Context: an optimization exercise on an open-source flow, tuned for small area, a short achievable clock period and few clock cycles. The choices shown serve that exercise and are no tape-out recipe.
Function was checked by simulation only, so behaviour that the tests miss may differ from the original.
Power and IR drop assume default switching activity.

Setup of build 78:
==> flow/design.v <==
`timescale 1ns/1ps
`default_nettype none
module dsp_seg #(
    parameter int L = 1,
    parameter int W = 1
) (
    input  logic         clk,
    input  logic         en,
    input  logic         sel,
    input  logic [W-1:0] din,
    output logic [W-1:0] dout,
    output logic [W-1:0] last
);
    logic [W-1:0] st [L];
    always_ff @(posedge clk) begin
        if (en) begin
            st[0] <= din;
            for (int k = 1; k < L; k++) st[k] <= st[k-1];
        end
    end
    assign last = st[L-1];
    assign dout = sel ? st[L-1] : din;
endmodule
module dither_spi_top (
    input  logic SPI_CLK,
    input  logic rst,
    input  logic SPI_CS,
    input  logic SPI_MOSI,
    output logic SPI_MISO,
    output logic frame_ready
);
    localparam logic [1:0] ST_W = 2'd0, ST_H = 2'd1, ST_PIX = 2'd2, ST_OUT = 2'd3;
    logic       cs_q, mosi_q;
    logic [1:0] stg;
    logic [2:0] bc;           
    logic [6:0] sr;           
    logic [3:0] wd, hd;       
    logic [3:0] col, row;     
    logic       p1, p2, p3, p4, p5, p6, rdy, adv_q, fr, mo, nq, few;
    logic       fr_o, mo_o, fr_n, mo_n;    
    logic       f_lc, f_fc, f_lr, f_r0, f_last;    
    logic [7:0] pre;          
    logic [7:0] v;            
    logic [6:0] t1;           
    logic [3:0] t2;           
    logic [7:0] s0;           
    logic       w1, w2;       
    logic       wr_pend, wr_now, b1, b2, rbit;
    logic [7:0] wp, rp;       
    logic [1:0] fc;           
    logic       bit_take, byte_done, is_last, adv, start, bc7;
    logic [7:0] byte_in;
    assign bit_take  = !cs_q && (stg != ST_OUT);
    assign byte_done = bit_take && (bc == 3'd7);
    assign byte_in   = {sr, mosi_q};
    assign is_last   = f_last;
    assign bc7       = cs_q ? (bc == 3'd7) : (bc == 3'd6);
    assign adv       = fr && !SPI_CS && bc7;
    assign start     = ((stg == ST_PIX) && byte_done && is_last && !few) || (rdy && !wr_pend);
    always_ff @(posedge SPI_CLK) begin
        p1     <= (stg == ST_PIX) && byte_done;
        p2     <= p1;
        p3     <= p2;
        p4     <= p3;
        p5     <= p4;
        p6     <= p5;
        adv_q  <= adv;
        cs_q   <= SPI_CS;
        mosi_q <= SPI_MOSI;
        if (bit_take) sr <= byte_in[6:0];
    end
    always_ff @(posedge SPI_CLK or posedge rst) begin
        if (rst) begin
            stg   <= ST_W;
            bc    <= '0;
            rdy   <= 1'b0;
            fr    <= 1'b0;
        end else begin
            if (stg == ST_OUT && adv_q && !fr) bc <= '0;
            else if (stg != ST_OUT ? bit_take : (fr && !cs_q)) bc <= bc + 3'd1;
            if (p1 && stg == ST_OUT && few) rdy <= 1'b1;
            else if (!wr_pend) rdy <= 1'b0;
            fr    <= fr_n;
            case (stg)
                ST_W:   if (byte_done) stg <= ST_H;
                ST_H:   if (byte_done) stg <= ST_PIX;
                ST_PIX: if (byte_done && is_last) stg <= ST_OUT;
                default: if (adv_q && !fr) stg <= ST_W;
            endcase
        end
    end
    always_ff @(posedge SPI_CLK) begin
        case (stg)
            ST_W: if (byte_done) wd <= byte_in[3:0];
            ST_H: begin
                if (byte_done) hd <= byte_in[3:0];
                w1 <= (wd == 4'd1);
                w2 <= (wd == 4'd2);
            end
            default: ;
        endcase
        few <= ((wd == 4'd1) && (hd != 4'd0) && (hd <= 4'd7)) || ((wd == 4'd2) && (hd != 4'd0) && (hd <= 4'd3)) ||
               ((wd == 4'd3) && (hd != 4'd0) && (hd <= 4'd2)) || ((hd == 4'd1) && (wd != 4'd0) && (wd <= 4'd7));
        if (stg == ST_W || stg == ST_H || start) begin
            col <= 4'd1;
            row <= 4'd1;
        end else if ((p5 && stg == ST_PIX) || adv_q) begin
            if (col == wd) begin
                col <= 4'd1;
                row <= row + 4'd1;
            end else begin
                col <= col + 4'd1;
            end
        end
    end
    always_ff @(posedge SPI_CLK) begin
        f_lc   <= (col == wd);
        f_fc   <= (col == 4'd1);
        f_lr   <= (row == hd);
        f_r0   <= (row == 4'd1);
        f_last <= (col == wd) && (row == hd);
    end
    logic       n, ga, g3, g5, gf;
    logic [10:0] e7;
    logic [9:0]  e3;
    logic [10:0] e5;
    assign n  = v[7];
    assign ga = !f_lc;
    assign g5 = !f_lr;
    assign g3 = !f_lr && !f_fc;
    assign gf = !f_lr && !f_lc;
    assign e7 = {v, 3'b000} - {3'b000, v};
    assign e3 = {1'b0, v, 1'b0} + {2'b00, v};
    assign e5 = {1'b0, v, 2'b00} + {3'b000, v};
    logic [7:0]  lr [16];
    logic [3:0]  lwp, lrp;       
    logic        lw_pend, lr_pend, lw_now, lr_now;
    logic [7:0]  lb, lrd, lbq;
    logic        cap, acc_q;
    assign lw_now = lw_pend && (lwp[1:0] == 2'd0);
    assign lr_now = lr_pend && (lrp[1:0] == 2'd1);
    always_comb begin
        lrd = lr[0];
        for (int j = 1; j < 4; j++) if (lrp[3:2] == j[1:0]) lrd = lr[4*j];
    end
    always_ff @(posedge SPI_CLK) begin
        for (int q = 0; q < 4; q++) begin
            lr[4*q] <= (lw_now && lwp[3:2] == q[1:0]) ? s0 : lr[(4*q+15) % 16];
            for (int k = 1; k < 4; k++) lr[4*q+k] <= lr[4*q+k-1];
        end
    end
    assign lb  = w1 ? {1'b0, t1} : w2 ? s0 : lrd;
    assign cap = (w1 || w2) ? p6 : lr_now;
    always_ff @(posedge SPI_CLK) begin
        if (cap) lbq <= lb;
        acc_q <= cap && !(f_r0 && !f_lc) && (stg == ST_PIX || stg == ST_OUT);
    end
    always_ff @(posedge SPI_CLK) begin
        if (stg == ST_W || stg == ST_H) begin
            lrp     <= 4'd2;
            lwp     <= wd;
            lw_pend <= 1'b0;
            lr_pend <= 1'b0;
        end else begin
            lwp <= lwp + (lw_now ? 4'd2 : 4'd1);
            lrp <= lrp + (lr_now ? 4'd2 : 4'd1);
            if (p3) lw_pend <= 1'b1;
            else if (lw_now) lw_pend <= 1'b0;
            if (p2) lr_pend <= 1'b1;
            else if (lr_now) lr_pend <= 1'b0;
        end
    end
    always_ff @(posedge SPI_CLK) begin
        if (stg == ST_W || stg == ST_H) begin
            pre <= '0;
            t2  <= '0;
        end else begin
            if (byte_done) v <= byte_in + pre;
            if (p1) begin
                v  <= v + {7'd0, n};    
                nq <= n;
            end
            if (p2) begin
                s0  <= g3 ? {2'b00, e3[9:4]} : 8'd0;
                pre <= ga ? {1'b0, e7[10:4]} : 8'd0;
            end
            if (p3) s0 <= s0 + {1'b0, t1};
            if (p4) t1 <= g5 ? e5[10:4] : 7'd0;
            if (p5) begin
                t1 <= t1 + {3'd0, t2};
                t2 <= gf ? v[7:4] : 4'd0;
            end
            if (acc_q) pre <= pre + lbq;
        end
    end
    logic [255:0] ring;
    logic [15:0]  wsel;
    logic         qa, qb, pa, pb;       
    logic [1:0]   cnt;                  
    logic         b3, fetch, rbit_i;
    always_comb begin
        wsel = '0;
        wsel[wp[7:4]] = wr_now;
    end
    always_ff @(posedge SPI_CLK) begin
        for (int q = 0; q < 16; q++) begin
            ring[16*q] <= wsel[q] ? qa : ring[(16*q+255) % 256];
            for (int k = 1; k < 16; k++) ring[16*q+k] <= ring[16*q+k-1];
        end
    end
    always_comb begin
        rbit = 1'b0;
        for (int j = 0; j < 16; j++) if (rp[7:4] == j[3:0]) rbit = ring[16*j];
    end
    assign fetch  = fr && (rp[3:0] == 4'd1) && ((cnt != 2'd3) || adv_q);
    assign wr_pend = pa;
    always_ff @(posedge SPI_CLK) begin
        logic       av, bv, ad, bd;
        logic [1:0] c;
        logic       e1, e2, e3;
        if (stg == ST_W || stg == ST_H) begin
            wp      <= 8'd0;
            rp      <= 8'd253;           
            pa      <= 1'b0;
            pb      <= 1'b0;
            wr_now  <= 1'b0;
            fc      <= 2'd0;
            cnt     <= 2'd2;
        end else begin
            av = wr_now ? pb : pa;
            ad = wr_now ? qb : qa;
            bv = wr_now ? 1'b0 : pb;
            bd = qb;
            if (p1) begin
                if (!av) begin av = 1'b1; ad = n; end
                else begin bv = 1'b1; bd = n; end
            end
            pa <= av; qa <= ad; pb <= bv; qb <= bd;
            wp <= wr_now ? wp : wp + 8'd1;
            wr_now <= av && (wr_now || (wp[3:0] == 4'd15));
            if (p1 && fc != 2'd3) fc <= fc + 2'd1;
            if (p1 && fc == 2'd1) b1 <= n;
            if (p1 && fc == 2'd2) b2 <= n;
            rp <= fetch ? rp : rp + 8'd1;
            if (fr) begin
                e1 = adv_q ? b2 : b1;
                e2 = adv_q ? b3 : b2;
                e3 = b3;
                c  = cnt - {1'b0, adv_q};
                if (fetch) begin
                    if (c == 2'd0) e1 = rbit;
                    else if (c == 2'd1) e2 = rbit;
                    else e3 = rbit;
                    c = c + 2'd1;
                end
                b1  <= e1;
                b2  <= e2;
                b3  <= e3;
                cnt <= c;
            end
        end
        mo   <= mo_n;
        mo_o <= (stg == ST_W || stg == ST_H) ? 1'b0 : mo_n;
        fr_o <= fr_n && !rst;
    end
    assign fr_n = start ? 1'b1 : (adv && is_last) ? 1'b0 : fr;
    assign mo_n = adv ? b1 : (p1 && fc == 2'd0 && stg != ST_W && stg != ST_H) ? n : mo;
    assign SPI_MISO    = mo_o;
    assign frame_ready = fr_o;
endmodule
`default_nettype wire
Settings: LEC_CHECK=0, CAP_MARGIN=20, CORE_MARGIN=2, CORE_UTILIZATION=65, CTS_BUF_LIST=sky130_fd_sc_hd__clkbuf_8, CTS_CLUSTER_DIAMETER=60, CTS_CLUSTER_SIZE=20, SLEW_MARGIN=20, SYNTH_MEMORY_MAX_BITS=4096; clock period 10.0 ns.
standard.sh (not shown) runs the stock make flow with config.mk's settings and CLKGATE_MAP_FILE= SYNTH_SCRIPT=/design/flow/synth_recipe.tcl, a recipe that flattens the netlist after the stock synthesis.
==> flow/flow/run.sh <==
#!/bin/bash
bash standard.sh SETUP_SLACK_MARGIN=7 TNS_END_PERCENT=0 \
    BUFFER_PORTS_ARGS="-buffer_cell sky130_fd_sc_hd__buf_4" \
    CTS_ARGS="-sink_clustering_enable -repair_clock_nets -buf_list sky130_fd_sc_hd__clkbuf_16 -sink_clustering_size 30 -sink_clustering_max_diameter 80 -root_buf sky130_fd_sc_hd__clkbuf_16" \
    finish > standard.log 2>&1
Build 78 has completed all stages; timing, DRC and antenna checks passed.
Testbench counts of build 78, summed over its fixed seeds: cycles 219,664.
Relative to build 78, the following input files were edited for trial 73:
diff --git a/flow/design.v b/flow/design.v
--- a/flow/design.v
+++ b/flow/design.v
@@ -133,36 +133,32 @@
     assign e3 = {1'b0, v, 1'b0} + {2'b00, v};
     assign e5 = {1'b0, v, 2'b00} + {3'b000, v};
     logic [7:0]  lr [16];
     logic [3:0]  lwp, lrp;       
-    logic        lw_pend, lr_pend, lw_now, lr_now;
-    logic [7:0]  lb, lrd, lbq;
-    logic        cap, acc_q;
+    logic        lw_pend, lr_pend, lw_now, lr_now, acc;
+    logic [3:0]  rsel;           
+    logic [7:0]  lb;
     assign lw_now = lw_pend && (lwp[1:0] == 2'd0);
-    assign lr_now = lr_pend && (lrp[1:0] == 2'd1);
-    always_comb begin
-        lrd = lr[0];
-        for (int j = 1; j < 4; j++) if (lrp[3:2] == j[1:0]) lrd = lr[4*j];
-    end
+    assign lr_now = |rsel;
     always_ff @(posedge SPI_CLK) begin
         for (int q = 0; q < 4; q++) begin
             lr[4*q] <= (lw_now && lwp[3:2] == q[1:0]) ? s0 : lr[(4*q+15) % 16];
             for (int k = 1; k < 4; k++) lr[4*q+k] <= lr[4*q+k-1];
         end
     end
-    assign lb  = w1 ? {1'b0, t1} : w2 ? s0 : lrd;
-    assign cap = (w1 || w2) ? p6 : lr_now;
-    always_ff @(posedge SPI_CLK) begin
-        if (cap) lbq <= lb;
-        acc_q <= cap && !(f_r0 && !f_lc) && (stg == ST_PIX || stg == ST_OUT);
-    end
+    assign lb  = ({8{rsel[0]}} & lr[0]) | ({8{rsel[1]}} & lr[4]) | ({8{rsel[2]}} & lr[8]) |
+                 ({8{rsel[3]}} & lr[12]) | ({8{p6 && w1}} & {1'b0, t1}) | ({8{p6 && w2}} & s0);
+    assign acc = lr_now || (p6 && (w1 || w2));
     always_ff @(posedge SPI_CLK) begin
         if (stg == ST_W || stg == ST_H) begin
             lrp     <= 4'd2;
             lwp     <= wd;
             lw_pend <= 1'b0;
             lr_pend <= 1'b0;
-        end else begin
+            rsel    <= 4'd0;
+        end else begin
+            for (int j = 0; j < 4; j++)
+                rsel[j] <= (p2 || lr_pend) && !w1 && !w2 && (lrp[1:0] == 2'd0) && (lrp[3:2] == j[1:0]);
             lwp <= lwp + (lw_now ? 4'd2 : 4'd1);
             lrp <= lrp + (lr_now ? 4'd2 : 4'd1);
             if (p3) lw_pend <= 1'b1;
             else if (lw_now) lw_pend <= 1'b0;
@@ -189,9 +185,9 @@
             if (p5) begin
                 t1 <= t1 + {3'd0, t2};
                 t2 <= gf ? v[7:4] : 4'd0;
             end
-            if (acc_q) pre <= pre + lbq;
+            if (acc && !(f_r0 && !f_lc)) pre <= pre + lb;
         end
     end
     logic [255:0] ring;
     logic [15:0]  wsel;
==> notes.md <==
The higher flip-flop and latch count came out of build 78. Compared with build 78, trial 73 shows cell area after technology mapping that has gone down slightly. Comparing trial 73 and build 78, the lower number of inverters outside the clock class in the layout is on trial 73. Changes observed in trial 73 relative to build 78: highest clock frequency the design can meet flat, fraction of area in registers ~0 delta. Compared with build 78, trial 73 shows a higher share of total power in the clock network. Worst setup slack was lower in trial 73 than in build 78. In trial 73, number of nets in the layout is lower than in build 78. Initial cell density of the core for trial 73: 0.69 points down relative to build 78.
Testbench counts of trial 73, summed over its fixed seeds: cycles 219,664.

[re-timing with driven ports]
In the flow no input, the clock included, has a driving cell. The finished layouts below were timed again as built, in two steps. Step 1 (the two cells are an assumption about what drives the block):
set clk [get_ports {SPI_CLK}]
set_driving_cell -lib_cell sky130_fd_sc_hd__clkbuf_16 $clk
set_driving_cell -lib_cell sky130_fd_sc_hd__buf_2 [delete_from_list [all_inputs] $clk]
Step 2 times the ports against the registers' clock, not the clock port: input delays grow and output delays shrink by t, the midpoint of the rising clock arrivals with the driver on. a / b / c = ideal / step 1 / step 2; a / b = the first two.
run | t, ns | setup WS [ns] | clock arrival spread, ns | worst slew at a driven data input, ns | cell pins on the clock port's net
build 78 | 0.586 | 7.017 / 6.969 / 6.974 | 0.022 / 0.022 | 0.03 | 1
trial 73 | 0.587 | 7.014 / 6.965 / 6.970 | 0.020 / 0.021 | 0.03 | 1
After both steps every run listed still meets setup and hold. The setup slack of trial 73, which loses most, moves by -0.049 ns with the drivers and by -0.044 ns with both steps.
